From an optimization exercise on the open Yosys and OpenROAD flow, aimed at small area, a short achievable clock period and few clock cycles per item; shortcuts taken in it are not production practice. Where RTL was checked, it was by simulation tests only, not by an equivalence proof against the original. Only the layout flow was run in run 1; the RTL was not checked for function there. No activity file was given, so power comes from the tool's default toggle rates.

## flow/run.sh

```bash
#!/bin/bash
# synth_recipe.tcl (not shown) runs the flow's synth.tcl, then flattens the netlist and writes it again
# the make line also repeats each setting of config.mk as NAME=value (left out here)
make -C /OpenROAD-flow-scripts/flow DESIGN_CONFIG=/design/flow/config.mk WORK_HOME=/design/flow/orfs CLKGATE_MAP_FILE= SYNTH_SCRIPT=/design/flow/synth_recipe.tcl finish
```

## flow/config.mk

```make
export PLATFORM = sky130hd
export DESIGN_NAME = cle_top
export DESIGN_NICKNAME = cle_top
export VERILOG_FILES = /design/flow/design.v
export SDC_FILE = /design/flow/constraint.sdc
export NUM_CORES = 4
export LEC_CHECK = 0
export CAP_MARGIN = 20
export CORE_MARGIN = 2
export CORE_UTILIZATION = 55
export SETUP_SLACK_MARGIN = 5
export SLEW_MARGIN = 20
```

## flow/constraint.sdc

```tcl
create_clock -name core_clock -period 8.0 [get_ports {clk}]
set_input_delay 1.6000 -clock core_clock [delete_from_list [all_inputs] [get_ports {clk}]]
set_output_delay 1.6000 -clock core_clock [all_outputs]
set_load 0.01 [all_outputs]
```

## flow/design.v

```verilog
package cle_pkg;
    typedef struct packed {
        logic [5-1:0] row;
        logic [5-1:0] col;
    } pix_rc_t;
    typedef struct packed {
        logic [7-1:0] byte_addr;
        logic [3-1:0]  bit_pos;
    } pix_bb_t;
    typedef union packed {
        pix_rc_t rc;
        pix_bb_t bb;
    } pix_idx_u;
    typedef logic [8-1:0] label_t;
    typedef enum logic [2:0] {
        LEFT_UP, UP, RIGHT_UP, LEFT, RIGHT, LEFT_DOWN, DOWN, RIGHT_DOWN
    } dir_t;
endpackage
`timescale 1ns/100ps
module cle_top (
    input  logic       clk,
    input  logic       reset,
    input  logic [7:0] rom_q,
    output logic [6:0] rom_a,
    output logic [9:0] sram_a,
    output logic [7:0] sram_d,
    output logic       sram_wen,
    output logic       finish
);
    localparam int CW = 5;
    localparam int C  = 1 << CW;
    localparam logic [2:0] PH_CLR  = 3'd0,
                           PH_P1   = 3'd1,
                           PH_RST  = 3'd2,
                           PH_PRE  = 3'd3,
                           PH_P2   = 3'd4,
                           PH_SAVE = 3'd5,
                           PH_FIN  = 3'd6;
    localparam logic [1:0] RS_INIT = 2'd0,
                           RS_R2   = 2'd1,
                           RS_IDLE = 2'd2;
    logic [2:0]  ph, ph_n;
    logic        p1, p2, walk;
    logic [7:0]  fa, flim;
    logic        iv1, iv2;
    logic [7:0]  fq [0:2];
    logic [1:0]  fcnt;
    logic [2:0]  occ;
    logic        flush, issue, push, pop;
    logic [7:0]  bc, blim;
    logic [7:0]  done8;
    logic [2:0]  jcnt;
    logic [31:0] prevB, curB;
    logic        hv;
    logic [7:0]  hbc;
    logic [1:0]  kk;
    logic        skipb, rm, fresh, bm;
    logic        run0, emit, last_in_byte;
    logic [7:0]  rem, jlow, jsel;
    logic [31:0] ohn;
    logic        prevbit;
    logic        n_l, n_u, n_ul, n_ur, n_fg;
    logic [2:0]  jenc;
    logic        wdone;
    logic [31:0] wmask, wgt, wrem, wnext;
    logic [31:0] rstart, rend;
    logic        walk_fin;
    logic        pv;
    logic [31:0] poh;
    logic [4:0]  pc, pr;
    logic        pfg, pU, pL, pUL, pUR;
    logic        qv;
    logic [31:0] qoh;
    logic [4:0]  qc, qr;
    logic        qfg, qU, qL, qUL, qUR;
    logic [7:0]  qX, qD;
    logic [31:0][7:0] up;
    logic [31:0] posX;
    logic [7:0]  rdX, rdD, crX, crD;
    logic        hitX, hitD;
    logic [7:0]  opA;
    logic [31:0] mA, mD, relabel;
    logic [6:0]  cnt1;
    logic [6:0]  xid, xid_n;
    logic        xfree, xok, xstep, need_x;
    logic        ovf;
    logic [4:0]  rovf, rseg;
    logic [5:0]  endr;
    logic [4:0]  fri, nfr;
    logic [8:0]  tab [0:C-1];
    logic [CW-1:0] ridx, rk;
    logic [8:0]  tdata;
    logic [1:0]  rs;
    logic [8:0]  e_q;
    logic [7:0]  pv_lab;
    logic        pv_root, pv_ok;
    logic [7:0]  cnt;
    logic        useA, useD, isStart;
    logic        mrgPos, merge, dlt;
    logic [7:0]  w, l;
    logic        untracked, p1start, hold_p1, alloc_t, alloc_x;
    logic [7:0]  lab1;
    logic        p2fg, p2start, hold_p2, consume;
    logic [7:0]  startLab, lab2;
    logic        hold, adv;
    logic        wen_u;
    logic [7:0]  wdat;
    logic        twe;
    logic [CW-1:0] twi;
    logic [8:0]  twd;
    logic        p1_done, p2_done, pre_done;
    logic        bw_act, bw_req, bw_wr, bw_adv;
    logic [7:0]  bw_byte, bw_fa;
    logic [7:0]  bw_r, bw_low, bw_nb, bw_nbc;
    logic [2:0]  bw_j;
    logic        bw_v, bw_nv, bt1, bt2;
    assign hv = (fcnt != 2'd0);
    always_comb begin
        for (int j = 0; j < 8; j++) hbc[j] = fq[0][7-j];
    end
    assign kk = bc[1:0];
    assign skipb = (bc < bw_byte);
    assign fresh = (done8 == 8'd0) && (jcnt == 3'd0);
    assign rm    = p1 || (fresh ? skipb : bm);
    assign rem   = hbc & ~done8;
    assign jlow  = rem & (~rem + 8'd1);
    assign jsel  = rm ? jlow : (8'd1 << jcnt);
    assign run0 = (p1 || p2) && hv && (bc < blim) && adv;
    assign emit = run0 && (rm ? (rem != 8'd0) : 1'b1);
    assign last_in_byte = rm ? ((rem & ~jlow) == 8'd0) : (jcnt == 3'd7);
    assign pop  = (run0 && last_in_byte) || ((ph == PH_PRE) && hv && (bc < blim));
    assign ohn = {24'd0, jsel} << {kk, 3'd0};
    always_comb begin
        case (kk)
            2'd1:    prevbit = curB[7];
            2'd2:    prevbit = curB[15];
            2'd3:    prevbit = curB[23];
            default: prevbit = 1'b0;
        endcase
        n_l  = (|(jsel[7:1] & hbc[6:0])) || (jsel[0] && prevbit);
        n_u  = |(prevB & ohn);
        n_ul = |(prevB[30:0] & ohn[31:1]);
        n_ur = |(prevB[31:1] & ohn[30:0]);
        n_fg = |(hbc & jsel);
        jenc = 3'd0;
        for (int j = 0; j < 8; j++) if (jsel[j]) jenc = 3'(j);
    end
    assign rstart   = prevB & ~{prevB[30:0], 1'b0};
    assign rend     = prevB & ~{1'b0, prevB[31:1]};
    assign wmask    = prevB;
    assign wgt      = (poh == 32'd0) ? '1 : ~(poh | (poh - 32'd1));
    assign wrem     = wmask & wgt;
    assign wnext    = wrem & (~wrem + 32'd1);
    assign walk_fin = walk && wdone && !pv && !qv;
    assign posX = pU ? poh : {1'b0, poh[31:1]};
    always_comb begin
        rdX = '0;
        rdD = '0;
        for (int x = 0; x < 32; x++) begin
            rdX = rdX | (up[x] & {8{posX[x]}});
            if (x < 31) rdD = rdD | (up[x+1] & {8{poh[x]}});
        end
    end
    assign hitX = wen_u && |(posX & qoh);
    assign hitD = wen_u && |(poh[30:0] & qoh[31:1]);
    assign crX = hitX ? wdat : (merge && rdX == l) ? w : rdX;
    assign crD = hitD ? wdat : (merge && rdD == l) ? w : rdD;
    assign useA    = !qU && (qL || qUL);
    assign useD    = !qU && !(qL || qUL) && qUR;
    assign isStart = !(qU || qL || qUL || qUR);
    assign dlt    = (qD < qX);
    assign merge  = mrgPos && (qX != qD);
    assign w      = dlt ? qD : qX;
    assign l      = dlt ? qX : qD;
    assign untracked = cnt1[CW];
    assign p1start   = p1 && qv && isStart;
    assign need_x    = p1start && untracked;
    assign hold_p1   = need_x && !(xok && xfree);
    assign alloc_t   = p1start && !untracked;
    assign alloc_x   = need_x && xok && xfree;
    assign xstep     = alloc_x || (xok && !xfree);
    assign xid_n     = xstep ? (xid + 7'd1) : xid;
    always_comb begin
        if (qU)             lab1 = qX;
        else if (useA)      lab1 = mrgPos ? w : qX;
        else if (useD)      lab1 = qD;
        else if (untracked) lab1 = {1'b1, xid};
        else                lab1 = {3'b000, 5'(cnt1)};
    end
    assign p2fg     = p2 && qv && qfg;
    assign p2start  = p2fg && isStart;
    assign hold_p2  = p2start && !pv_ok;
    assign consume  = p2start && pv_ok;
    assign startLab = pv_root ? (cnt + 8'd1) : pv_lab;
    always_comb begin
        if (qU || useA) lab2 = qX;
        else if (useD)  lab2 = qD;
        else           lab2 = startLab;
    end
    assign hold = hold_p1 || hold_p2;
    assign adv  = !hold;
    always_comb begin
        for (int x = 0; x < 32; x++) begin
            mA[x] = (up[x] == opA);
            mD[x] = (up[x] == qD);
            relabel[x] = merge && (dlt ? mA[x] : mD[x]);
        end
    end
    assign wen_u = (p1 && qv && adv) || (p2fg && adv) || (walk && qv);
    always_comb begin
        if (p1)                 wdat = lab1;
        else if (p2)            wdat = lab2;
        else if (ph == PH_SAVE) wdat = {3'b000, fri};
        else                    wdat = tdata[7:0];
    end
    always_ff @(posedge clk) begin
        for (int x = 0; x < 32; x++) begin
            if (ph == PH_CLR)
                up[x] <= '0;
            else if (wen_u && qoh[x])
                up[x] <= wdat;
            else if (relabel[x])
                up[x] <= w;
        end
    end
    always_comb begin
        twe = 1'b0;
        twi = '0;
        twd = '0;
        if (alloc_t) begin
            twe = 1'b1;
            twi = CW'(cnt1);
            twd = {1'b0, 8'(cnt1)};
        end else if (merge && (dlt ? (!qX[7] && (qX[4:0] >= nfr)) : (!qD[7] && (qD[4:0] >= nfr)))) begin
            twe = 1'b1;
            twi = l[CW-1:0];
            twd = {1'b0, w};
        end else if (consume) begin
            twe = 1'b1;
            twi = rk;
            twd = {1'b1, lab2};
        end else if ((ph == PH_SAVE) && qv && qL) begin
            twe = 1'b1;
            twi = CW'(fri);
            twd = {1'b1, qX};
        end
    end
    always_ff @(posedge clk) begin
        if (twe) tab[twi] <= twd;
    end
    always_comb begin
        if (ph == PH_RST)       ridx = CW'(fri);
        else if (rs == RS_R2)   ridx = e_q[CW-1:0];
        else if (rs == RS_INIT) ridx = rk;
        else                    ridx = rk + 1'b1;
    end
    assign tdata = tab[ridx];
    always_ff @(posedge clk) begin
        if (walk) begin
            if (qv && qUR) fri <= fri + 5'd1;
        end else begin
            fri <= '0;
        end
    end
    assign p1_done  = p1 && (bc == blim) && !pv && !qv;
    assign p2_done  = p2 && (bc == blim) && !pv && !qv;
    assign pre_done = (ph == PH_PRE) && (bc == blim);
    assign flush = (ph == PH_CLR) || p1_done || p2_done || walk_fin || pre_done;
    assign push  = iv2;
    assign occ   = {1'b0, fcnt} + {2'b0, iv1} + {2'b0, iv2};
    assign issue = !flush && !bw_req && (p1 || p2 || (ph == PH_PRE)) && (fa < flim) &&
                   ((occ < 3'd3) || ((occ == 3'd3) && pop));
    always_ff @(posedge clk or posedge reset) begin
        if (reset) begin
            rom_a <= '0;
            bt1   <= 1'b0;
            bt2   <= 1'b0;
            iv1   <= 1'b0;
            iv2   <= 1'b0;
            fcnt  <= '0;
        end else begin
            iv1 <= issue;
            iv2 <= iv1 && !flush;
            bt1 <= bw_req;
            bt2 <= bt1;
            if (bw_req)     rom_a <= bw_fa[6:0];
            else if (issue) rom_a <= fa[6:0];
            if (flush) fcnt <= '0;
            else       fcnt <= fcnt + {1'b0, push} - {1'b0, pop};
        end
    end
    always_ff @(posedge clk) begin
        if (pop) begin
            fq[0] <= fq[1];
            fq[1] <= fq[2];
        end
        if (push) fq[fcnt - {1'b0, pop}] <= rom_q;
    end
    always_ff @(posedge clk) begin
        if (issue) fa <= fa + 8'd1;
        if (pop) begin
            curB[{kk, 3'd0} +: 8] <= hbc;
            if (kk == 2'd3) prevB <= {hbc, curB[23:0]};
            bc    <= bc + 8'd1;
            done8 <= '0;
            jcnt  <= '0;
        end else if (emit) begin
            done8 <= done8 | jsel;
            jcnt  <= jcnt + 3'd1;
        end
        if (emit) bm <= rm;
        if (walk) begin
            if (!wdone) begin
                poh <= wnext;
                pU  <= 1'b1;
                pL  <= |(rstart & wnext);
                pUR <= |(rend & wnext);
            end
        end else if (adv && emit) begin
            poh <= ohn;
            pc  <= {kk, jenc};
            pr  <= bc[6:2];
            pfg <= n_fg;
            pU  <= n_u;
            pL  <= n_l;
            pUL <= n_ul;
            pUR <= n_ur;
        end
        if (adv && pv) begin
            qoh <= poh;
            qc  <= pc;
            qr  <= pr;
            qfg <= pfg;
            qU  <= pU;
            qL  <= pL;
            qUL <= pUL;
            qUR <= pUR;
            qX  <= crX;
            qD  <= crD;
        end
        case (ph)
            PH_CLR: begin
                bc    <= 8'd0;
                fa    <= 8'd0;
                flim  <= 8'd128;
                blim  <= 8'd128;
                prevB <= '0;
                done8 <= '0;
                cnt1  <= '0;
                ovf   <= 1'b0;
                rseg  <= '0;
                nfr   <= '0;
            end
            PH_P1: begin
                if (p1_done) begin
                    endr <= ovf ? {1'b0, rovf} : 6'd32;
                    if (rseg == 5'd0) begin
                        bc    <= 8'd0;
                        fa    <= 8'd0;
                        flim  <= 8'd128;
                        blim  <= ovf ? {1'b0, rovf, 2'b00} : 8'd128;
                        prevB <= '0;
                        done8 <= '0;
                        jcnt  <= '0;
                        rk    <= '0;
                    end else begin
                        bc   <= {1'b0, rseg - 5'd1, 2'b00};
                        fa   <= {1'b0, rseg - 5'd1, 2'b00};
                        flim <= {1'b0, rseg, 2'b00};
                        blim <= {1'b0, rseg, 2'b00};
                    end
                end else if (p1start && untracked && !ovf) begin
                    ovf  <= 1'b1;
                    rovf <= qr;
                end
                if (alloc_t) cnt1 <= cnt1 + 7'd1;
            end
            PH_PRE: begin
                if (pre_done) begin
                    poh   <= '0;
                    wdone <= 1'b0;
                end
            end
            PH_RST: begin
                if (wnext == 32'd0) wdone <= 1'b1;
                if (walk_fin) begin
                    fa    <= {1'b0, rseg, 2'b00};
                    flim  <= 8'd128;
                    blim  <= {endr, 2'b00};
                    done8 <= '0;
                    jcnt  <= '0;
                    rk    <= CW'(nfr);
                end
            end
            PH_P2: begin
                if (p2_done) begin
                    poh   <= '0;
                    wdone <= 1'b0;
                end
                if (consume) rk <= rk + 1'b1;
            end
            PH_SAVE: begin
                if (wnext == 32'd0) wdone <= 1'b1;
                if (walk_fin) begin
                    rseg  <= endr[4:0];
                    bc    <= {endr, 2'b00};
                    fa    <= {endr, 2'b00};
                    flim  <= 8'd128;
                    blim  <= 8'd128;
                    done8 <= '0;
                    cnt1  <= 7'(fri);
                    nfr   <= fri;
                    ovf   <= 1'b0;
                end
            end
            default: ;
        endcase
    end
    always_ff @(posedge clk) begin
        if (p2) begin
            case (rs)
                RS_INIT: e_q <= tdata;
                RS_R2: begin
                    pv_lab  <= e_q[8] ? e_q[7:0] : tdata[7:0];
                    pv_root <= !e_q[8] && (e_q[CW-1:0] == rk);
                end
                default: if (consume) e_q <= tdata;
            endcase
        end
    end
    always_ff @(posedge clk or posedge reset) begin
        if (reset) begin
            ph       <= PH_CLR;
            pv       <= 1'b0;
            qv       <= 1'b0;
            rs       <= RS_INIT;
            pv_ok    <= 1'b0;
            cnt      <= '0;
            xid      <= '0;
            xfree    <= 1'b0;
            xok      <= 1'b0;
            p1       <= 1'b0;
            p2       <= 1'b0;
            walk     <= 1'b0;
            mrgPos   <= 1'b0;
            finish   <= 1'b0;
            sram_wen <= 1'b1;
        end else begin
            if (walk) begin
                if (!wdone) pv <= (wnext != 32'd0);
                else        pv <= 1'b0;
            end else if (pre_done || p2_done) begin
                pv <= 1'b0;
            end else if (adv) begin
                pv <= emit;
            end
            if (adv) qv <= pv;
            if (ph == PH_CLR) begin
                xok <= 1'b0;
            end else if (xstep) begin
                xok <= 1'b0;
            end else if (!mrgPos) begin
                xok   <= 1'b1;
                xfree <= !(|mA);
            end
            xid <= xid_n;
            if (adv) mrgPos <= p1 && pv && !pU && (pL || pUL) && pUR;
            if (p2) begin
                case (rs)
                    RS_INIT: rs <= RS_R2;
                    RS_R2: begin
                        rs    <= RS_IDLE;
                        pv_ok <= 1'b1;
                    end
                    default: if (consume) begin
                        rs    <= RS_R2;
                        pv_ok <= 1'b0;
                    end
                endcase
            end else begin
                rs    <= RS_INIT;
                pv_ok <= 1'b0;
            end
            if (consume && pv_root) cnt <= cnt + 8'd1;
            sram_wen <= !((p2 && qv && adv) || bw_wr);
            ph   <= ph_n;
            p1   <= (ph_n == PH_P1);
            p2   <= (ph_n == PH_P2);
            walk <= (ph_n == PH_RST) || (ph_n == PH_SAVE);
            if (ph_n == PH_FIN) finish <= 1'b1;
        end
    end
    always_comb begin
        ph_n = ph;
        case (ph)
            PH_CLR:  ph_n = PH_P1;
            PH_P1:   if (p1_done) ph_n = (rseg == 5'd0) ? PH_P2 : PH_PRE;
            PH_PRE:  if (pre_done) ph_n = PH_RST;
            PH_RST:  if (walk_fin) ph_n = PH_P2;
            PH_P2:   if (p2_done) ph_n = (endr == 6'd32) ? PH_FIN : PH_SAVE;
            PH_SAVE: if (walk_fin) ph_n = PH_P1;
            default: ph_n = PH_FIN;
        endcase
    end
    always_ff @(posedge clk) begin
        if (adv && pv && p1 && !pU && (pL || pUL) && pUR) opA <= crX;
        else                                              opA <= {1'b1, xid_n};
    end
    always_ff @(posedge clk) begin
        if (p2 && qv && adv) begin
            sram_a <= {qr, qc};
            sram_d <= qfg ? lab2 : 8'd0;
        end else if (bw_wr) begin
            sram_a <= {bw_byte[6:0], bw_j};
            sram_d <= 8'd0;
        end
    end
    assign bw_act = (ph == PH_P1) || (ph == PH_RST) || (ph == PH_PRE) || (ph == PH_SAVE) ||
                    (p2 && !(qv && adv) && !p2_done);
    assign bw_req = bw_act && !bt1 && !bt2 && !bw_nv && !bw_fa[7];
    assign bw_low = bw_r & (~bw_r + 8'd1);
    assign bw_wr  = bw_act && bw_v && (bw_r != 8'd0);
    assign bw_adv = bw_act && bw_v && ((bw_r & ~bw_low) == 8'd0);
    always_comb begin
        for (int j = 0; j < 8; j++) bw_nbc[j] = !bw_nb[7-j];
        bw_j = 3'd0;
        for (int j = 0; j < 8; j++) if (bw_low[j]) bw_j = 3'(j);
    end
    always_ff @(posedge clk) begin
        if (ph == PH_CLR) begin
            bw_byte <= '0;
            bw_fa   <= '0;
            bw_v    <= 1'b0;
            bw_nv   <= 1'b0;
        end else if (p2_done && (endr != 6'd32) && (bw_byte < {endr, 2'b00})) begin
            bw_byte <= {endr, 2'b00};
            bw_fa   <= {endr, 2'b00};
            bw_v    <= 1'b0;
            bw_nv   <= 1'b0;
        end else begin
            if (bw_req) bw_fa <= bw_fa + 8'd1;
            if (bw_adv) begin
                bw_byte <= bw_byte + 8'd1;
                bw_v    <= bw_nv;
                bw_r    <= bw_nbc;
                bw_nv   <= 1'b0;
            end else if (bw_act && !bw_v && bw_nv) begin
                bw_v  <= 1'b1;
                bw_r  <= bw_nbc;
                bw_nv <= 1'b0;
            end else if (bw_wr) begin
                bw_r <= bw_r & ~bw_low;
            end
            if (bt2) begin
                bw_nb <= rom_q;
                bw_nv <= 1'b1;
            end
        end
    end
endmodule
```

==> results of run 1 <==
==> cells in the mapped netlist, drive strengths merged, types with 18 or more instances <==
cell type  number  area share [%]
a22o           88             1.4
a21oi         216             1.9
dfxtp         378              14
clkbuf        318             2.1
nor3           98            0.92
or3           110             1.2
nor4           38            0.49
and2           27            0.30
o2111ai       135             2.1
edfxtp        514              28
nor2          461             3.1
a222oi         18            0.32
nand3         296             2.7
dfrtp          43             1.9
nand2         413             2.8
xnor2         557             8.7
o21ai         290             2.6
a211oi         69            0.93
and3           63            0.70
ha             66             1.5
mux2          200             4.0
o21a           18            0.24
a22oi         157             2.1
buf           115             1.1
mux2i         194             3.5
o22ai          23            0.26
or4            19            0.26
inv           124            0.83
a221oi        125             2.0
a311oi         28            0.44
o211ai         72            0.98
xor2           29            0.45
nor2b          30            0.34
nand4         173             2.0
nand2b         33            0.37
a31oi          42            0.48
a21o           24            0.32
==> metal layers <==
layer	GRT overflow	GRT usage (%)
met3	14	67.9
met1	22	82.5
met5	3	40.5
met4	172	68.5
met2	207	89.8
==> worst max path at each step <==
stage	startpoint	to	cells after the start
CTS	pU	opA[5]	11
detailed placement	ph[0]	opA[2]	12
global placement	ph[0]	up[19]	11
floorplan	qU	fq[1][0]	12
==> logic make-up after synthesis <==
group	after synthesis	share of synthesized area [%]
simple gates	1823	16.0
flops	936	43.1
fa+ha+maj	70	1.57
xor+xnor	586	9.18
buf+inv	561	4.07
mux	395	7.55
compound gates	1452	18.5
==> repair_timing <==
| action | 4_1_cts |
|---|---|
| setup buffers | 458 |
| pin swaps | 302 |
| cloned | 106 |
| resized for setup | 1119 |
| hold buffers | 0 |
| setup endpoints to repair | 1221 |
==> power groups by stage <==
stage	sequential, mW	combinational (mW)	clock (mW)
CTS	9.24	22.1	4.97
floorplan	7.86	10.6	0
global placement	9.30	14.5	0
detailed placement	9.32	14.8	0
==> results.json, run 1 <==
{
  "netlist_area_um2": 55900,
  "stop_stage": "global routing",
  "synth_sequential_area_ratio_pct": 43.1,
  "error_message": "[ERROR GRT-0232] Routing congestion too high. Check the congestion heatmap in the GUI.",
  "netlist_instances": 5823,
  "cts_num_sinks": 936,
  "pin_count_of_the_biggest_net_entering_global_routing": 86,
  "grtUsageTotal_pct": 78.4,
  "clock_path_buffers": 3,
  "initial_core_util_pct": 55.7,
  "buffer_ports.inserted": 36,
  "numPlacedInstances": 6906,
  "postSynthNetCount": 5900,
  "clock_tree.htree_level_count": 3,
  "die_height_um": 323,
  "i_o_pins": 37,
  "cts_buffers": 100,
  "hpwl_mm": 171,
  "dpl-instance-area_um2": 58500,
  "ys_ff_latch": 936,
  "die_w_um": 323,
  "ys_async_sr_fraction_pct": 4.70,
  "synth_enable_flop_cells": 514,
  "synth_warnings": 1,
  "gp_routability_congestion": 1.09,
  "outcome": "stopped before the end",
  "clk_root_buffer_cell": "sky130_fd_sc_hd__clkbuf_16",
  "grt.overflow.total": 418,
  "dpl_worst_slack_ns": 2.27,
  "post_synth_cell_types": 116,
  "num_rows": 116,
  "syn-mean-instance-area_um2": 9.60,
  "postSynth.topFlopCell": "sky130_fd_sc_hd__edfxtp_1"
}
==> run 2, diff against run 1 <==
--- a/flow/design.v
+++ b/flow/design.v
@@ -45,4 +45,6 @@
     logic        iv1, iv2;
-    logic [7:0]  fq [0:2];
-    logic [1:0]  fcnt;
+    logic [7:0]  fq [0:3];
+    logic [7:0]  fq_kp [0:3];
+    logic [7:0]  fq_sh [0:3];
+    logic [2:0]  fcnt;
     logic [2:0]  occ;
@@ -64,3 +66,3 @@
     logic        wdone;
-    logic [31:0] wmask, wgt, wrem, wnext;
+    logic [31:0] wnext;
     logic [31:0] rstart, rend;
@@ -77,3 +79,5 @@
     logic [31:0][7:0] up;
-    logic [31:0] posX;
+    logic [31:0] poX;
+    logic [9:0]  pbw;
+    logic        skip_r;
     logic [7:0]  rdX, rdD, crX, crD;
@@ -107,4 +111,4 @@
     logic [7:0]  wdat;
-    logic        twe;
-    logic [CW-1:0] twi;
+    logic [C-1:0] twen;
+    logic        twm_x, twm_d, tw_sv;
     logic [8:0]  twd;
@@ -116,3 +120,3 @@
     logic        bw_v, bw_nv, bt1, bt2;
-    assign hv = (fcnt != 2'd0);
+    assign hv = (fcnt != 3'd0);
     always_comb begin
@@ -121,4 +125,3 @@
     assign kk = bc[1:0];
-    assign skipb = (bc < bw_byte);
-    assign fresh = (done8 == 8'd0) && (jcnt == 3'd0);
+    assign skipb = skip_r;
     assign rm    = p1 || (fresh ? skipb : bm);
@@ -140,5 +143,11 @@
         n_l  = (|(jsel[7:1] & hbc[6:0])) || (jsel[0] && prevbit);
-        n_u  = |(prevB & ohn);
-        n_ul = |(prevB[30:0] & ohn[31:1]);
-        n_ur = |(prevB[31:1] & ohn[30:0]);
+        case (kk)
+            2'd0:    pbw = {prevB[8],  prevB[7:0],   1'b0};
+            2'd1:    pbw = {prevB[16], prevB[15:8],  prevB[7]};
+            2'd2:    pbw = {prevB[24], prevB[23:16], prevB[15]};
+            default: pbw = {1'b0,      prevB[31:24], prevB[23]};
+        endcase
+        n_u  = |(jsel & pbw[8:1]);
+        n_ul = |(jsel & pbw[7:0]);
+        n_ur = |(jsel & pbw[9:2]);
         n_fg = |(hbc & jsel);
@@ -149,8 +158,13 @@
     assign rend     = prevB & ~{1'b0, prevB[31:1]};
-    assign wmask    = prevB;
-    assign wgt      = (poh == 32'd0) ? '1 : ~(poh | (poh - 32'd1));
-    assign wrem     = wmask & wgt;
-    assign wnext    = wrem & (~wrem + 32'd1);
+    logic [31:0] q;
+    always_comb begin
+        q = curB;
+        q = q | {q[30:0], 1'b0};
+        q = q | {q[29:0], 2'b0};
+        q = q | {q[27:0], 4'b0};
+        q = q | {q[23:0], 8'b0};
+        q = q | {q[15:0], 16'b0};
+        wnext = curB & ~{q[30:0], 1'b0};
+    end
     assign walk_fin = walk && wdone && !pv && !qv;
-    assign posX = pU ? poh : {1'b0, poh[31:1]};
     always_comb begin
@@ -159,3 +173,3 @@
         for (int x = 0; x < 32; x++) begin
-            rdX = rdX | (up[x] & {8{posX[x]}});
+            rdX = rdX | (up[x] & {8{poX[x]}});
             if (x < 31) rdD = rdD | (up[x+1] & {8{poh[x]}});
@@ -163,6 +177,6 @@
     end
-    assign hitX = wen_u && |(posX & qoh);
+    assign hitX = wen_u && |(poX & qoh);
     assign hitD = wen_u && |(poh[30:0] & qoh[31:1]);
-    assign crX = hitX ? wdat : (merge && rdX == l) ? w : rdX;
-    assign crD = hitD ? wdat : (merge && rdD == l) ? w : rdD;
+    assign crX = hitX ? wdat : (merge && (dlt ? (rdX == qX) : (rdX == qD))) ? w : rdX;
+    assign crD = hitD ? wdat : (merge && (dlt ? (rdD == qX) : (rdD == qD))) ? w : rdD;
     assign useA    = !qU && (qL || qUL);
@@ -225,22 +239,15 @@
     end
+    assign twm_x = mrgPos && (qX != qD) && !qX[7] && (qX[4:0] >= nfr);
+    assign twm_d = mrgPos && (qX != qD) && !qD[7] && (qD[4:0] >= nfr);
+    assign tw_sv = (ph == PH_SAVE) && qv && qL;
     always_comb begin
-        twe = 1'b0;
-        twi = '0;
-        twd = '0;
-        if (alloc_t) begin
-            twe = 1'b1;
-            twi = CW'(cnt1);
-            twd = {1'b0, 8'(cnt1)};
-        end else if (merge && (dlt ? (!qX[7] && (qX[4:0] >= nfr)) : (!qD[7] && (qD[4:0] >= nfr)))) begin
-            twe = 1'b1;
-            twi = l[CW-1:0];
-            twd = {1'b0, w};
-        end else if (consume) begin
-            twe = 1'b1;
-            twi = rk;
-            twd = {1'b1, lab2};
-        end else if ((ph == PH_SAVE) && qv && qL) begin
-            twe = 1'b1;
-            twi = CW'(fri);
-            twd = {1'b1, qX};
+        if (alloc_t)      twd = {1'b0, 8'(cnt1)};
+        else if (consume) twd = {1'b1, lab2};
+        else if (tw_sv)   twd = {1'b1, qX};
+        else              twd = {1'b0, w};
+        for (int i = 0; i < C; i++) begin
+            twen[i] = (alloc_t && (cnt1[CW-1:0] == CW'(i))) ||
+                      (consume && (rk == CW'(i))) ||
+                      (tw_sv   && (fri[CW-1:0] == CW'(i))) ||
+                      (dlt ? (twm_x && (qX[CW-1:0] == CW'(i))) : (twm_d && (qD[CW-1:0] == CW'(i))));
         end
@@ -248,3 +255,3 @@
     always_ff @(posedge clk) begin
-        if (twe) tab[twi] <= twd;
+        for (int i = 0; i < C; i++) if (twen[i]) tab[i] <= twd;
     end
@@ -269,5 +276,12 @@
     assign push  = iv2;
-    assign occ   = {1'b0, fcnt} + {2'b0, iv1} + {2'b0, iv2};
+    assign occ   = fcnt + {2'b0, iv1} + {2'b0, iv2};
     assign issue = !flush && !bw_req && (p1 || p2 || (ph == PH_PRE)) && (fa < flim) &&
-                   ((occ < 3'd3) || ((occ == 3'd3) && pop));
+                   (occ < 3'd4);
+    always_comb begin
+        for (int i = 0; i < 4; i++) begin
+            fq_kp[i] = (push && fcnt == 3'(i)) ? rom_q : fq[i];
+            if (i < 3) fq_sh[i] = (push && fcnt == 3'(i + 1)) ? rom_q : fq[(i + 1) % 4];
+            else       fq_sh[i] = fq[i];
+        end
+    end
     always_ff @(posedge clk or posedge reset) begin
@@ -288,3 +302,3 @@
             if (flush) fcnt <= '0;
-            else       fcnt <= fcnt + {1'b0, push} - {1'b0, pop};
+            else       fcnt <= fcnt + {2'b0, push} - {2'b0, pop};
         end
@@ -292,7 +306,3 @@
     always_ff @(posedge clk) begin
-        if (pop) begin
-            fq[0] <= fq[1];
-            fq[1] <= fq[2];
-        end
-        if (push) fq[fcnt - {1'b0, pop}] <= rom_q;
+        for (int i = 0; i < 4; i++) fq[i] <= pop ? fq_sh[i] : fq_kp[i];
     end
@@ -311,2 +321,5 @@
         if (emit) bm <= rm;
+        if (pop)       fresh <= 1'b1;
+        else if (emit) fresh <= 1'b0;
+        skip_r <= ((bc + 8'd1) < bw_byte);
         if (walk) begin
@@ -314,2 +327,4 @@
                 poh <= wnext;
+                poX <= wnext;
+                curB <= curB & ~wnext;
                 pU  <= 1'b1;
@@ -318,4 +333,5 @@
             end
-        end else if (adv && emit) begin
+        end else if (adv) begin
             poh <= ohn;
+            poX <= n_u ? ohn : {1'b0, ohn[31:1]};
             pc  <= {kk, jenc};
@@ -348,2 +364,3 @@
                 done8 <= '0;
+                fresh <= 1'b1;
                 cnt1  <= '0;
@@ -363,2 +380,3 @@
                         done8 <= '0;
+                fresh <= 1'b1;
                         jcnt  <= '0;
@@ -379,2 +397,3 @@
                 if (pre_done) begin
+                    curB  <= prevB;
                     poh   <= '0;
@@ -390,2 +409,3 @@
                     done8 <= '0;
+                fresh <= 1'b1;
                     jcnt  <= '0;
@@ -396,2 +416,3 @@
                 if (p2_done) begin
+                    curB  <= prevB;
                     poh   <= '0;
@@ -410,2 +431,3 @@
                     done8 <= '0;
+                fresh <= 1'b1;
                     cnt1  <= 7'(fri);
--- a/flow/config.mk
+++ b/flow/config.mk
@@ -9,3 +9,3 @@
 export CORE_MARGIN = 2
-export CORE_UTILIZATION = 55
+export CORE_UTILIZATION = 40
 export SETUP_SLACK_MARGIN = 5
==> run 2 against run 1 <==
  * Synthesized cell count grew 1.1%
  * Synthesized area shrank 0.18%
  * Now clean on timing, DRC and antenna
==> results.json, run 2 <==
{
  "worst-setup-path-type": "reg2reg",
  "clock_tree.htree_level_count": 3,
  "cp.required_ns": 8.62,
  "routed_wire_length_per_instance_um": 37.9,
  "first_pass_drt_iterations": 10,
  "ys_async_sr_fraction_pct": 4.56,
  "rsz0062_at_grt": "true",
  "yosysMostFrequentCell": "sky130_fd_sc_hd__nand2_1",
  "cts_num_sinks": 987,
  "power_leakage_nw": 27.0,
  "cp-start-kind": "register",
  "route.detailed.drc": 0,
  "netlist_area_um2": 55800,
  "syn-mean-instance-area_um2": 9.48,
  "pwr-share-comb_pct": 58.4,
  "cts_tree": "built",
  "antenna_found_initial": 24,
  "switching_share_pct": 49.1,
  "first_global_vias": 51800,
  "finalWorstPathRequiredPeriod_ns": 4.15,
  "cts_buffers": 110,
  "die_height_um": 378,
  "synth_warnings": 5,
  "final_cell_mix": "sky130_fd_sc_hd__nand2_1, sky130_fd_sc_hd__edfxtp_1, sky130_fd_sc_hd__buf_4, sky130_fd_sc_hd__dfxtp_1, sky130_fd_sc_hd__xnor2_1",
  "netlist_instances": 5889,
  "fmaxAchievable_mhz": 241,
  "biggest_registers_after_layout": "tab (288), up (256)",
  "synthTopCellsByCount": "sky130_fd_sc_hd__nand2_1, sky130_fd_sc_hd__edfxtp_1, sky130_fd_sc_hd__dfxtp_1, sky130_fd_sc_hd__clkbuf_1, sky130_fd_sc_hd__o21ai_0",
  "routed_wirelength_mm": 317,
  "numPlacedInstances": 7478,
  "path_max_fanout": 8,
  "number_of_flip_flops_in_the_largest_register": 288,
  "postSynth.topFlopCell": "sky130_fd_sc_hd__edfxtp_1",
  "first_iter_violations": 10100,
  "report.final.slew_viol_count": 0,
  "pin_count_of_the_biggest_net_entering_global_routing": 65,
  "ant_nets": 0,
  "critPathArrivalTime_ns": 4.77,
  "rrSetupSlack_ns": 3.85,
  "postSynthNetCount": 5980,
  "initial_core_util_pct": 40.2,
  "clock_power_share_pct": 14.2,
  "gp_routability_congestion": 1.09,
  "final_cell_count_no_fill": 8378,
  "via_per_inst": 6.91,
  "slew_headroom_pct": 24.3,
  "post_route_skew_ns": 0.0537,
  "grt_first_pass_wirelength_mm": 416,
  "grtUsageTotal_pct": 41.4,
  "cellInternalPower_mw": 19.4,
  "ys_ff_latch": 987,
  "totalNegativeSetupSlack_ns": 0,
  "largest_register": "tab",
  "die_area_um2": 143000,
  "p_sw_mw": 18.7,
  "synthDominantCellAreaShare_pct": 27.6,
  "synth_enable_flop_cells": 514,
  "core_region_area_um2": 139000,
  "post_synth_cell_types": 111,
  "tightest_slew_ns": 1.13,
  "drive_above_1_share_pct": 27.8,
  "post_synth_main_area_contributors": "sky130_fd_sc_hd__edfxtp_1, sky130_fd_sc_hd__dfxtp_1, sky130_fd_sc_hd__xnor2_1",
  "die_w_um": 378,
  "flow.area_growth_from_synthesis_pct": 33.7,
  "crit_path_end_kind": "register",
  "dpl-instance-area_um2": 58400,
  "grt.overflow.total": 0,
  "layout_commonest_cell": "sky130_fd_sc_hd__nand2_1",
  "total_count_of_hold_check_failures_in_the_final_report": 0,
  "buffer_ports.inserted": 36,
  "area_leader_netlist": "sky130_fd_sc_hd__edfxtp_1",
  "clk_pin_slew_worst_paths_ns": 0.06,
  "max_cap_viol_count": 0,
  "power_frac_seq_pct": 27.4,
  "final_nets": 6488,
  "worst_ir_drop_vdd_uv": 456,
  "clock_path_buffers": 3,
  "outcome": "timing/DRC/antenna clean",
  "fin_area_um2": 74600,
  "i_o_pins": 37,
  "synth_sequential_area_ratio_pct": 45.0,
  "power_density_nw_per_um2": 511,
  "finalCritPeriodShare_pct": 51.9,
  "tightest_hold_check_type": "reg2reg",
  "worst_skew_pair.late_latency_ns": 0.79,
  "num_rows": 137,
  "clk_root_buffer_cell": "sky130_fd_sc_hd__clkbuf_16",
  "routed-via-count": 57900,
  "final-setup-viol-count": 0,
  "hpwl_mm": 195
}
## run 2: cell count changes after synthesis, moves of 153 or more
cell and change:
sky130_fd_sc_hd__o22ai_1 +269, sky130_fd_sc_hd__nand2_1 +273, sky130_fd_sc_hd__a22oi_1 +153, sky130_fd_sc_hd__nor2_1 -161
sky130_fd_sc_hd__xnor2_1 -246, sky130_fd_sc_hd__xor2_1 +258, sky130_fd_sc_hd__mux2_2 -158
## run 2: critical path, stage by stage, from the launching register on
cell and delay, ns:
sky130_fd_sc_hd__edfxtp_1 0.44, sky130_fd_sc_hd__ha_4 0.21, sky130_fd_sc_hd__and3_4 0.18, sky130_fd_sc_hd__ha_4 0.24
sky130_fd_sc_hd__nand2b_4 0.16, sky130_fd_sc_hd__o211ai_4 0.13, sky130_fd_sc_hd__o32ai_4 0.16, sky130_fd_sc_hd__buf_12 0.17
sky130_fd_sc_hd__buf_12 0.13, sky130_fd_sc_hd__a22oi_1 0.28, sky130_fd_sc_hd__o2bb2ai_1 0.18, sky130_fd_sc_hd__a2111oi_4 0.49
sky130_fd_sc_hd__nand4_1 0.35, sky130_fd_sc_hd__a21oi_2 0.26, sky130_fd_sc_hd__nand2b_4 0.18, sky130_fd_sc_hd__buf_12 0.16
sky130_fd_sc_hd__buf_16 0.18, sky130_fd_sc_hd__o22ai_1 0.10
## run 2: timing repair
item / in CTS / in global routing
setup endpoints to repair: 1274 / 1066
pin swaps: 217 / 163
gates cloned: 58 / 33
hold buffers: 0 / 0
setup buffers: 402 / 190
gates resized for setup: 848 / 462
## run 2: worst paths after layout
path / from / to / cells past startpoint
hold / removal: bt1 / bt2 / 0
max in group asynchronous: reset / ph[2] / 3
hold reg to reg: bt1 / bt2 / 0
setup reg to reg: rk[0] / up[251] / 17
min in group asynchronous: reset / rom_a[3] / 3
setup / recovery: rk[0] / up[251] / 17
## run 2: per-layer routing
metal | up-vias | GRT usage [%] | part of all wire, %
li1 | 23200 | - | -
met1 | 28500 | 53.9 | 37
met2 | 4761 | 60.2 | 41
met3 | 1350 | 14.6 | 15
met4 | 32 | 21.3 | 7.5
met5 | - | 0 | 0.10
## run 2: cell families after synthesis
logic type                 share of synthesized area (%)
AOI/OAI and AO/OA                                   20.1
xor gates and xnor gates                            9.38
buffers and inverters                               4.32
muxes                                               4.16
DFF                                                 45.0
adders and majority gates                           1.88
and+or+nand+nor                                     15.1
## run 2: stage by stage
| step | hold slack [ns] | util, % | power (mW) | setup WS (ns) |
|---|---|---|---|---|
| 5_1_grt | 0.386 | 53.7 | 38.5 | 3.81 |
| 3_3_place_gp | 0.371 | 42.0 | 23.8 | 2.23 |
| 4_1_cts | 0.381 | 50.5 | 34.3 | 4.02 |
| 2_1_floorplan | 0.355 | - | 17.7 | 4.46 |
| 3_5_place_dp | 0.366 | 42.0 | 24.1 | 2.13 |
| 6_report | 0.377 | 53.7 | 38.1 | 3.85 |
## run 2: power by group through the flow
stage / clock network (mW) / registers (mW) / logic, mW
after detailed placement: 0 / 10.6 / 13.4
after floorplan: 0 / 8.64 / 9.07
final: 5.40 / 10.4 / 22.3
after CTS: 5.41 / 10.1 / 18.7
after global placement: 0 / 10.6 / 13.2
after global routing: 5.62 / 10.3 / 22.6
## run 2: area by class of cell
cell class,count,area (um2)
repair inverters,2,15.0
fillers,11900,64400
clock inverters,63,830
clock buffers,145,3000
flip-flops and latches,987,25200
diodes,9,22.5
inverters,110,452
multi-input cells,4361,33600
repair buffers,825,9230
well taps,1876,2350
Testbench counts of run 2, summed over its fixed seeds: cycles 25,364, items 24.
==> run 3, diff against run 2 <==
--- a/flow/design.v
+++ b/flow/design.v
@@ -68,3 +68,3 @@
     logic [31:0] rstart, rend;
-    logic        walk_fin;
+    logic        walk_fin, wbub;
     logic        pv;
@@ -96,2 +96,3 @@
     logic [8:0]  tdata;
+    logic [7:0]  tq;
     logic [1:0]  rs;
@@ -111,5 +112,5 @@
     logic [7:0]  wdat;
-    logic [C-1:0] twen;
-    logic        twm_x, twm_d, tw_sv;
-    logic [8:0]  twd;
+    logic        twe, tw_v, tw_sv;
+    logic [CW-1:0] twi, tw_i;
+    logic [8:0]  twd, tw_d;
     logic        p1_done, p2_done, pre_done;
@@ -169,2 +170,3 @@
     assign walk_fin = walk && wdone && !pv && !qv;
+    assign wbub     = (ph == PH_RST) && pv && |(rend & poh);
     always_comb begin
@@ -179,4 +181,4 @@
     assign hitD = wen_u && |(poh[30:0] & qoh[31:1]);
-    assign crX = hitX ? wdat : (merge && (dlt ? (rdX == qX) : (rdX == qD))) ? w : rdX;
-    assign crD = hitD ? wdat : (merge && (dlt ? (rdD == qX) : (rdD == qD))) ? w : rdD;
+    assign crX = hitX ? wdat : (merge && ((rdX == qX) || (rdX == qD))) ? w : rdX;
+    assign crD = hitD ? wdat : (merge && ((rdD == qX) || (rdD == qD))) ? w : rdD;
     assign useA    = !qU && (qL || qUL);
@@ -219,3 +221,3 @@
             mD[x] = (up[x] == qD);
-            relabel[x] = merge && (dlt ? mA[x] : mD[x]);
+            relabel[x] = merge && (mA[x] || mD[x]);
         end
@@ -227,3 +229,3 @@
         else if (ph == PH_SAVE) wdat = {3'b000, fri};
-        else                    wdat = tdata[7:0];
+        else                    wdat = tq;
     end
@@ -239,15 +241,18 @@
     end
-    assign twm_x = mrgPos && (qX != qD) && !qX[7] && (qX[4:0] >= nfr);
-    assign twm_d = mrgPos && (qX != qD) && !qD[7] && (qD[4:0] >= nfr);
     assign tw_sv = (ph == PH_SAVE) && qv && qL;
     always_comb begin
-        if (alloc_t)      twd = {1'b0, 8'(cnt1)};
-        else if (consume) twd = {1'b1, lab2};
-        else if (tw_sv)   twd = {1'b1, qX};
-        else              twd = {1'b0, w};
-        for (int i = 0; i < C; i++) begin
-            twen[i] = (alloc_t && (cnt1[CW-1:0] == CW'(i))) ||
-                      (consume && (rk == CW'(i))) ||
-                      (tw_sv   && (fri[CW-1:0] == CW'(i))) ||
-                      (dlt ? (twm_x && (qX[CW-1:0] == CW'(i))) : (twm_d && (qD[CW-1:0] == CW'(i))));
+        twe = 1'b1;
+        if (alloc_t) begin
+            twi = CW'(cnt1);
+            twd = {1'b0, 8'(cnt1)};
+        end else if (consume) begin
+            twi = rk;
+            twd = {1'b1, lab2};
+        end else if (tw_sv) begin
+            twi = CW'(fri);
+            twd = {1'b1, qX};
+        end else begin
+            twi = dlt ? qX[CW-1:0] : qD[CW-1:0];
+            twd = {1'b0, w};
+            twe = merge && (dlt ? (!qX[7] && (qX[4:0] >= nfr)) : (!qD[7] && (qD[4:0] >= nfr)));
         end
@@ -255,3 +260,5 @@
     always_ff @(posedge clk) begin
-        for (int i = 0; i < C; i++) if (twen[i]) tab[i] <= twd;
+        tw_i <= twi;
+        tw_d <= twd;
+        if (tw_v) tab[tw_i] <= tw_d;
     end
@@ -263,3 +270,4 @@
     end
-    assign tdata = tab[ridx];
+    assign tdata = (tw_v && (tw_i == ridx)) ? tw_d : tab[ridx];
+    always_ff @(posedge clk) tq <= tdata[7:0];
     always_ff @(posedge clk) begin
@@ -325,3 +333,3 @@
         if (walk) begin
-            if (!wdone) begin
+            if (!wdone && !wbub) begin
                 poh <= wnext;
@@ -330,4 +338,2 @@
                 pU  <= 1'b1;
-                pL  <= |(rstart & wnext);
-                pUR <= |(rend & wnext);
             end
@@ -350,5 +356,5 @@
             qU  <= pU;
-            qL  <= pL;
+            qL  <= walk ? |(rstart & poh) : pL;
             qUL <= pUL;
-            qUR <= pUR;
+            qUR <= walk ? |(rend & poh) : pUR;
             qX  <= crX;
@@ -463,2 +469,3 @@
             xok      <= 1'b0;
+            tw_v     <= 1'b0;
             p1       <= 1'b0;
@@ -471,4 +478,4 @@
             if (walk) begin
-                if (!wdone) pv <= (wnext != 32'd0);
-                else        pv <= 1'b0;
+                if (!wdone && !wbub) pv <= (wnext != 32'd0);
+                else                 pv <= 1'b0;
             end else if (pre_done || p2_done) begin
@@ -488,2 +495,3 @@
             xid <= xid_n;
+            tw_v <= twe;
             if (adv) mrgPos <= p1 && pv && !pU && (pL || pUL) && pUR;
--- a/flow/config.mk
+++ b/flow/config.mk
@@ -12 +12,2 @@
 export SLEW_MARGIN = 20
+export TNS_END_PERCENT = 0
==> run 3 against run 2 <==
  * Clock power fell by 4.1%
  * Sequential cell count grew 23
  * Synthesized area grew 2.1%
  * Critical endpoint is now opA[2]
  * Critical path depth down 6
  * Sequential power up 4%
  * Still clean on timing, DRC and antenna
  * Largest power group unchanged
  * Worst setup slack gained 0.42 ns
  * Fmax up 11%
  * Count of clock-buffer cells in the layout is 5 higher
  * Clock skew grew 0.034 ns
==> results.json, run 3 <==
{
  "outcome": "timing/DRC/antenna clean",
  "ant_nets": 0,
  "critPathArrivalTime_ns": 4.39,
  "rsz0062_at_grt": "true",
  "routed-via-count": 52300,
  "netlist_instances": 5920,
  "cts-hold-fix-buffers": 0,
  "power.total_mw": 31.7,
  "layout_commonest_cell": "sky130_fd_sc_hd__edfxtp_1",
  "cp_slowest_cell": "sky130_fd_sc_hd__a22oi_1",
  "post_synth_main_area_contributors": "sky130_fd_sc_hd__edfxtp_1, sky130_fd_sc_hd__dfxtp_1, sky130_fd_sc_hd__xnor2_1",
  "clock_path_buffers": 3,
  "die_area_um2": 146000,
  "cts_tree": "built",
  "grt.overflow.total": 0,
  "tightest_slew_ns": 1.24,
  "synthDominantCellAreaShare_pct": 27.1,
  "postSynthNetCount": 5996,
  "clk_pin_slew_worst_paths_ns": 0.06,
  "power_density_nw_per_um2": 490,
  "timing.critical_path.cells": "buf_4 -> a22oi_1 -> nand4_1 -> nor2_1 -> a21oi_1 -> nor4_1 -> nand4_1 -> a21oi_4 -> buf_12 -> mux2_1 -> o221ai_1",
  "synthTopCellsByCount": "sky130_fd_sc_hd__edfxtp_1, sky130_fd_sc_hd__nand2_1, sky130_fd_sc_hd__dfxtp_1, sky130_fd_sc_hd__a21oi_1, sky130_fd_sc_hd__clkbuf_1",
  "cp.required_ns": 8.66,
  "tightest_hold_check_type": "reg2reg",
  "final_cell_count_no_fill": 7800,
  "crit_path_start": "poX[0]",
  "hpwl_mm": 177,
  "numPlacedInstances": 7489,
  "rrSetupSlack_ns": 4.27,
  "final-setup-viol-count": 0,
  "gp_routability_congestion": 1.12,
  "ys_ff_latch": 1010,
  "cts_num_sinks": 1010,
  "grtUsageTotal_pct": 34.7,
  "critical_path_cell_count": 11,
  "worst-setup-path-type": "reg2reg",
  "largest_register": "tab",
  "smallest_setup_slack_after_layout_ns": 4.27,
  "finalWorstPathRequiredPeriod_ns": 3.73,
  "worst_path_dominant_cell_family": "compound AO/OA/AOI/OAI gates",
  "first_global_vias": 48500,
  "netlist_area_um2": 57000,
  "core_region_area_um2": 142000,
  "num_rows": 138,
  "initial_core_util_pct": 40.3,
  "final_cell_mix": "sky130_fd_sc_hd__edfxtp_1, sky130_fd_sc_hd__nand2_1, sky130_fd_sc_hd__dfxtp_1, sky130_fd_sc_hd__a21oi_1, sky130_fd_sc_hd__nor2_1",
  "path_max_fanout": 9,
  "worstRegToRegCells": 11,
  "die_w_um": 382,
  "i_o_pins": 37,
  "finalCritPeriodShare_pct": 46.7,
  "finalHoldWorstSlack_ns": 0.372,
  "fmaxAchievable_mhz": 268,
  "critical-path-max-stage-delay_ns": 0.70,
  "post_synth_cell_types": 100,
  "antenna_found_initial": 9,
  "total_count_of_hold_check_failures_in_the_final_report": 0,
  "post_route_skew_ns": 0.0872,
  "postSynth.topFlopCell": "sky130_fd_sc_hd__edfxtp_1",
  "routed_wirelength_mm": 261,
  "synth_enable_flop_cells": 514,
  "first_iter_violations": 8040,
  "worst-path-buf-inv": 2,
  "slew_headroom_pct": 17.4,
  "max_cap_viol_count": 0,
  "route.detailed.drc": 0,
  "dpl_worst_slack_ns": 2.90,
  "number_of_flip_flops_in_the_largest_register": 288,
  "ys_async_sr_fraction_pct": 4.55,
  "critPathMostFrequentCell": "sky130_fd_sc_hd__nand4_1",
  "die_height_um": 382,
  "worst_ir_drop_vdd_uv": 359,
  "cp-start-kind": "register",
  "grt_first_pass_wirelength_mm": 368,
  "power_leakage_nw": 22.1,
  "report.final.slew_viol_count": 0,
  "pin_count_of_the_biggest_net_entering_global_routing": 170,
  "synth_sequential_area_ratio_pct": 44.9,
  "drive_above_1_share_pct": 12.0,
  "biggest_registers_after_layout": "tab (288), up (256)",
  "yosysMostFrequentCell": "sky130_fd_sc_hd__edfxtp_1",
  "area_leader_netlist": "sky130_fd_sc_hd__edfxtp_1",
  "routed_wire_length_per_instance_um": 33.4,
  "buffer_ports.inserted": 36,
  "clock_tree.htree_level_count": 3,
  "via_per_inst": 6.70,
  "syn-mean-instance-area_um2": 9.63,
  "crit_end": "opA[2]",
  "crit_path_end_kind": "register",
  "synth_warnings": 4,
  "totalNegativeSetupSlack_ns": 0,
  "worst_skew_pair.late_latency_ns": 0.81,
  "cts_buffers": 108,
  "final_nets": 5890,
  "first_pass_drt_iterations": 13,
  "flow.area_growth_from_synthesis_pct": 13.6,
  "rr_endpoint": "opA[2]",
  "clk_root_buffer_cell": "sky130_fd_sc_hd__clkbuf_16",
  "worst_r2r_startpoint": "poX[0]"
}
[run 3: timing repair]
item,in CTS,in global routing
buffers inserted,94,2
setup endpoints to repair,710,681
pin swaps,29,1
resized for setup,184,1
cloned,8,0
[run 3: layout make-up]
cell class	count	area, um2
Clock buffer	150	3040
Multi-Input combinational cell	4297	29900
Tap cell	1890	2360
Antenna cell	1	2.50
Inverter	103	400
Fill cell	13300	76800
Timing Repair Buffer	294	2750
Clock inverter	55	614
Sequential cell	1010	25600
[run 3: cell families (layout without fill, tap and decap cells)]
| family | count (synthesis) | after routing | synth area share [%] |
|---|---|---|---|
| XOR/XNOR | 595 | 595 | 9.14 |
| other | 0 | 1 | 0 |
| adder cells (fa/ha/maj) | 68 | 68 | 1.50 |
| AND/OR/NAND/NOR | 1674 | 1674 | 14.4 |
| multiplexers | 367 | 367 | 7.00 |
| AO/OA/AOI/OAI | 1593 | 1593 | 18.8 |
| flip-flops | 1010 | 1010 | 44.9 |
| buffers and inverters | 613 | 602 | 4.22 |
[run 3: how the worst min path moves through the flow]
stage / endpoint / start / depth (start not counted) / slack (ns)
2_1_floorplan: bt2 / bt1 / 0 / 0.35
3_3_place_gp: bt2 / bt1 / 0 / 0.36
3_5_place_dp: bt2 / bt1 / 0 / 0.36
4_1_cts: bt2 / bt1 / 0 / 0.38
5_1_grt: bt2 / bt1 / 0 / 0.41
6_report: bt2 / bt1 / 0 / 0.37
[run 3: where the power goes]
group	internal, mW	switching (mW)	leakage (nW)	total (mW)
sequential	7.38	3.43	9.19	10.8
combinational	5.47	10.3	11.1	15.7
clock	2.90	2.28	1.76	5.18
total	15.8	16.0	22.1	31.7
[run 3: per-layer routing]
| layer | part of all wire (%) | vias to the layer above | track usage [%] |
|---|---|---|---|
| li1 | - | 22000 | - |
| met5 | 0.031 | - | 0 |
| met2 | 42 | 3730 | 51.1 |
| met1 | 40 | 25600 | 46.1 |
| met4 | 7.0 | 10 | 19.4 |
| met3 | 11 | 928 | 9.22 |
[run 3: through the flow]
step | instance area (um2) | utilization (%)
after floorplan | 57000 | -
after global placement | 59300 | 41.9
after detailed placement | 59300 | 41.9
after CTS | 64700 | 45.7
after global routing | 64700 | 45.7
final | 64700 | 45.7
Testbench counts of run 3, summed over its fixed seeds: cycles 25,396, items 24.
==> run 4, diff against run 3 <==
--- a/flow/config.mk
+++ b/flow/config.mk
@@ -12,2 +12 @@
 export SLEW_MARGIN = 20
-export TNS_END_PERCENT = 0
==> run 4 against run 3 <==
  * Final cell count up 4.8%
  * Count of clock-buffer cells in the layout shrank 18
  * Critical path depth increased by 1
  * First-iteration DRC count up 18%
  * Die area unchanged
  * Register-to-register slack worse by 0.06 ns
  * Largest cell class unchanged
  * Largest power group unchanged
==> results.json, run 4 <==
{
  "initial_core_util_pct": 40.3,
  "drive_above_1_share_pct": 26.5,
  "numPlacedInstances": 7497,
  "clock_path_buffers": 3,
  "power.total_mw": 40.6,
  "num_rows": 138,
  "core_region_area_um2": 142000,
  "i_o_pins": 37,
  "cts_buffers": 110,
  "rsz0062_at_grt": "true",
  "path_max_fanout": 9,
  "area_leader_netlist": "sky130_fd_sc_hd__edfxtp_1",
  "netlist_instances": 5920,
  "area_fraction_in_and_or_nand_and_nor_cells_after_synthesis_pct": 14.4,
  "power_density_nw_per_um2": 550,
  "buffer_ports.inserted": 36,
  "area_fraction_in_compound_gates_after_synthesis_pct": 18.8,
  "critPathArrivalTime_ns": 4.42,
  "die_height_um": 382,
  "crit_path_end_kind": "register",
  "finalWorstPathRequiredPeriod_ns": 3.79,
  "rr_endpoint": "qX[2]",
  "cp_slowest_cell": "sky130_fd_sc_hd__a22oi_2",
  "rrSetupSlack_ns": 4.21,
  "synthDominantCellAreaShare_pct": 27.1,
  "tightest_hold_check_type": "reg2reg",
  "finalCritPeriodShare_pct": 47.4,
  "cts_num_sinks": 1010,
  "syn-mean-instance-area_um2": 9.63,
  "yosys.area_share.adder_pct": 1.50,
  "switching_share_pct": 51.1,
  "outcome": "timing/DRC/antenna clean",
  "power_leakage_nw": 26.2,
  "postSynthNetCount": 5996,
  "power_frac_seq_pct": 26.6,
  "grt_first_pass_wirelength_mm": 411,
  "timing.critical_path.cells": "buf_4 -> buf_4 -> a22oi_2 -> nand4_1 -> nor2_1 -> a21oi_1 -> nor4_1 -> nand4_1 -> a21oi_4 -> buf_12 -> mux2_4 -> mux2i_1",
  "ys_async_sr_fraction_pct": 4.55,
  "final_nets": 6244,
  "final_cell_mix": "sky130_fd_sc_hd__edfxtp_1, sky130_fd_sc_hd__dfxtp_1, sky130_fd_sc_hd__nand2_1, sky130_fd_sc_hd__a21oi_1, sky130_fd_sc_hd__o211ai_1",
  "route.detailed.drc": 0,
  "antenna_found_initial": 27,
  "synth_top_family_by_area": "compound AO/OA/AOI/OAI gates",
  "flow.area_growth_from_synthesis_pct": 29.7,
  "min_to": "bt2",
  "worst_r2r_startpoint": "poX[4]",
  "first_global_vias": 50900,
  "synth_xor_xnor_area_share_pct": 9.14,
  "synth_enable_flop_cells": 514,
  "worst-setup-path-type": "reg2reg",
  "cp-start-kind": "register",
  "grt_util_met2_pct": 56.9,
  "totalNegativeSetupSlack_ns": 0,
  "clk_root_buffer_cell": "sky130_fd_sc_hd__clkbuf_16",
  "worst_hold_startpoint": "bt1",
  "pin_count_of_the_biggest_net_entering_global_routing": 172,
  "synthTopCellsByCount": "sky130_fd_sc_hd__edfxtp_1, sky130_fd_sc_hd__nand2_1, sky130_fd_sc_hd__dfxtp_1, sky130_fd_sc_hd__a21oi_1, sky130_fd_sc_hd__clkbuf_1",
  "critical-path-max-stage-delay_ns": 0.49,
  "ys_ff_latch": 1010,
  "routed_wire_length_per_instance_um": 38.8,
  "post_route_skew_ns": 0.0616,
  "final-setup-viol-count": 0,
  "tightest_slew_ns": 1.16,
  "worst_skew_pair.late_latency_ns": 0.80,
  "cp.required_ns": 8.63,
  "routed_wirelength_mm": 317,
  "met1_usage_pct": 51.5,
  "die_w_um": 382,
  "layout_commonest_cell": "sky130_fd_sc_hd__edfxtp_1",
  "clk_pin_slew_worst_paths_ns": 0.07,
  "worstRegToRegCells": 12,
  "met3_demand_to_capacity_share_in_global_routing_pct": 13.0,
  "pwr-share-comb_pct": 60.1,
  "via_per_inst": 6.96,
  "total_count_of_hold_check_failures_in_the_final_report": 0,
  "worst-path-buf-inv": 3,
  "fmaxAchievable_mhz": 264,
  "hpwl_mm": 186,
  "p_sw_mw": 20.8,
  "grtUsageTotal_pct": 39.7,
  "min_path_cells": 0,
  "final_cell_count_no_fill": 8171,
  "cts_tree": "built",
  "netlist_area_um2": 57000,
  "report.final.slew_viol_count": 0,
  "first_iter_violations": 9454,
  "synth_sequential_area_ratio_pct": 44.9,
  "die_area_um2": 146000,
  "slew_headroom_pct": 22.5,
  "grt.overflow.total": 0,
  "biggest_registers_after_layout": "tab (288), up (256)",
  "routed-via-count": 56900,
  "yosysMostFrequentCell": "sky130_fd_sc_hd__edfxtp_1",
  "number_of_flip_flops_in_the_largest_register": 288,
  "post_synth_main_area_contributors": "sky130_fd_sc_hd__edfxtp_1, sky130_fd_sc_hd__dfxtp_1, sky130_fd_sc_hd__xnor2_1",
  "post_synth_cell_types": 100,
  "gp_routability_congestion": 1.10,
  "synth_warnings": 4,
  "first_pass_drt_iterations": 9,
  "ant_nets": 0,
  "top_usage_layer": "met2",
  "synthMuxAreaShare_pct": 7.00,
  "worst_path_dominant_cell_family": "simple AND/OR/NAND/NOR gates",
  "fin_util_pct": 52.2,
  "postSynth.topFlopCell": "sky130_fd_sc_hd__edfxtp_1",
  "clock_tree.htree_level_count": 3,
  "max_cap_viol_count": 0,
  "largest_register": "tab",
  "cellInternalPower_mw": 19.9,
  "filler_cells_inserted": 12400,
  "worst_ir_drop_vdd_uv": 342,
  "clock_power_share_pct": 13.4
}
## run 4: cell types whose count changed in the layout (fill, tap and decap cells not counted), moves of 86 or more
cell and change:
sky130_fd_sc_hd__a21oi_1 -86, sky130_fd_sc_hd__buf_12 +96, sky130_fd_sc_hd__buf_4 +87, sky130_fd_sc_hd__nand2_1 -88, sky130_fd_sc_hd__nand3_1 -99, sky130_fd_sc_hd__nand3_2 +92
## run 4: worst max-delay path by stage
stage	start	to	slack (ns)	cells past startpoint
after floorplan	fq[0][4]	fcnt[2]	4.95	15
after CTS	poX[23]	qX[2]	4.51	12
after detailed placement	qL	poh[20]	2.88	9
after global placement	qL	poh[20]	3.04	9
final	poX[4]	qX[2]	4.21	12
after global routing	poX[23]	qX[7]	4.31	14
## run 4: kinds of logic (layout without fill, tap and decap cells)
kind of cell,count (synthesis),count (layout)
simple gates,1674,1677
compound gates,1593,1594
flops,1010,1010
buf+inv,613,952
xor+xnor,595,595
mux,367,369
fa+ha+maj,68,68
other cells,0,16
## run 4: cell type report
cell class	instances	area (um2)	area share, %
diodes	16	40.0	0.0542
repair inverters	1	7.51	0.0102
flip-flops and latches	1010	25700	34.8
repair buffers	639	8340	11.3
well taps	1890	2360	3.20
inverters	103	420	0.569
clock buffers	132	2870	3.88
multi-input cells	4303	33200	45.0
clock inverters	77	943	1.28
## run 4: per-layer routing
layer / wire length, um / part of all wire [%]
met3: 44100 / 14
met2: 127000 / 40
met5: 160 / 0.050
met1: 118000 / 37
met4: 28100 / 8.8
## run 4: metrics by stage
stage	cell area [um2]	setup WS (ns)	hold slack (ns)
6_report	73900	4.21	0.378
5_1_grt	73900	4.31	0.408
4_1_cts	69600	4.51	0.381
3_5_place_dp	59400	2.88	0.365
3_3_place_gp	59400	3.04	0.362
2_1_floorplan	57200	4.95	0.355
## run 4: power groups by stage
stage / combinational [mW] / sequential [mW] / clock [mW]
5_1_grt: 24.7 / 10.6 / 5.65
4_1_cts: 19.3 / 10.5 / 5.44
3_3_place_gp: 14.2 / 10.8 / 0
3_5_place_dp: 14.4 / 10.8 / 0
6_report: 24.4 / 10.8 / 5.43
2_1_floorplan: 9.42 / 8.78 / 0
## run 4: repair_timing
item / in CTS / in global routing
buffers inserted: 245 / 107
pin swaps: 143 / 250
setup endpoints to repair: 682 / 469
resized for setup: 783 / 595
hold buffers: 0 / 0
cloned: 55 / 40
## run 4: worst reg2reg max path, cell delays in order, from the launching register on
cell,delay (ns)
sky130_fd_sc_hd__edfxtp_1,0.36
sky130_fd_sc_hd__buf_4,0.22
sky130_fd_sc_hd__buf_4,0.18
sky130_fd_sc_hd__a22oi_2,0.49
sky130_fd_sc_hd__nand4_1,0.20
sky130_fd_sc_hd__nor2_1,0.42
sky130_fd_sc_hd__a21oi_1,0.13
sky130_fd_sc_hd__nor4_1,0.45
sky130_fd_sc_hd__nand4_1,0.24
sky130_fd_sc_hd__a21oi_4,0.30
sky130_fd_sc_hd__buf_12,0.18
sky130_fd_sc_hd__mux2_4,0.32
sky130_fd_sc_hd__mux2i_1,0.17

## what the ideal ports hide
No port has a modelled driver above. Below, the same layouts with a new extraction and two added sets of constraints.
Step 1 assumes that a clkbuf_16 drives the clock port and a buf_2 every other input.
Step 2 moves the port delays by t, midway between the first and last clock arrival at a register: inputs arrive t later, outputs are due t later. That takes back most of the time a late clock gives input paths.
Three values: ideal, step 1, step 2; two values: the first two.
run	t, ns	setup WS [ns]	worst hold slack (ns)	worst setup path after step 2
run 2	0.845	3.850 / 3.850 / 3.850	0.377 / 0.377 / 0.377	register to register
run 3	0.854	4.267 / 4.267 / 4.267	0.372 / 0.372 / 0.372	register to register
run 4	0.850	4.206 / 4.206 / 4.206	0.378 / 0.378 / 0.378	register to register
After both steps every run listed still meets setup and hold.
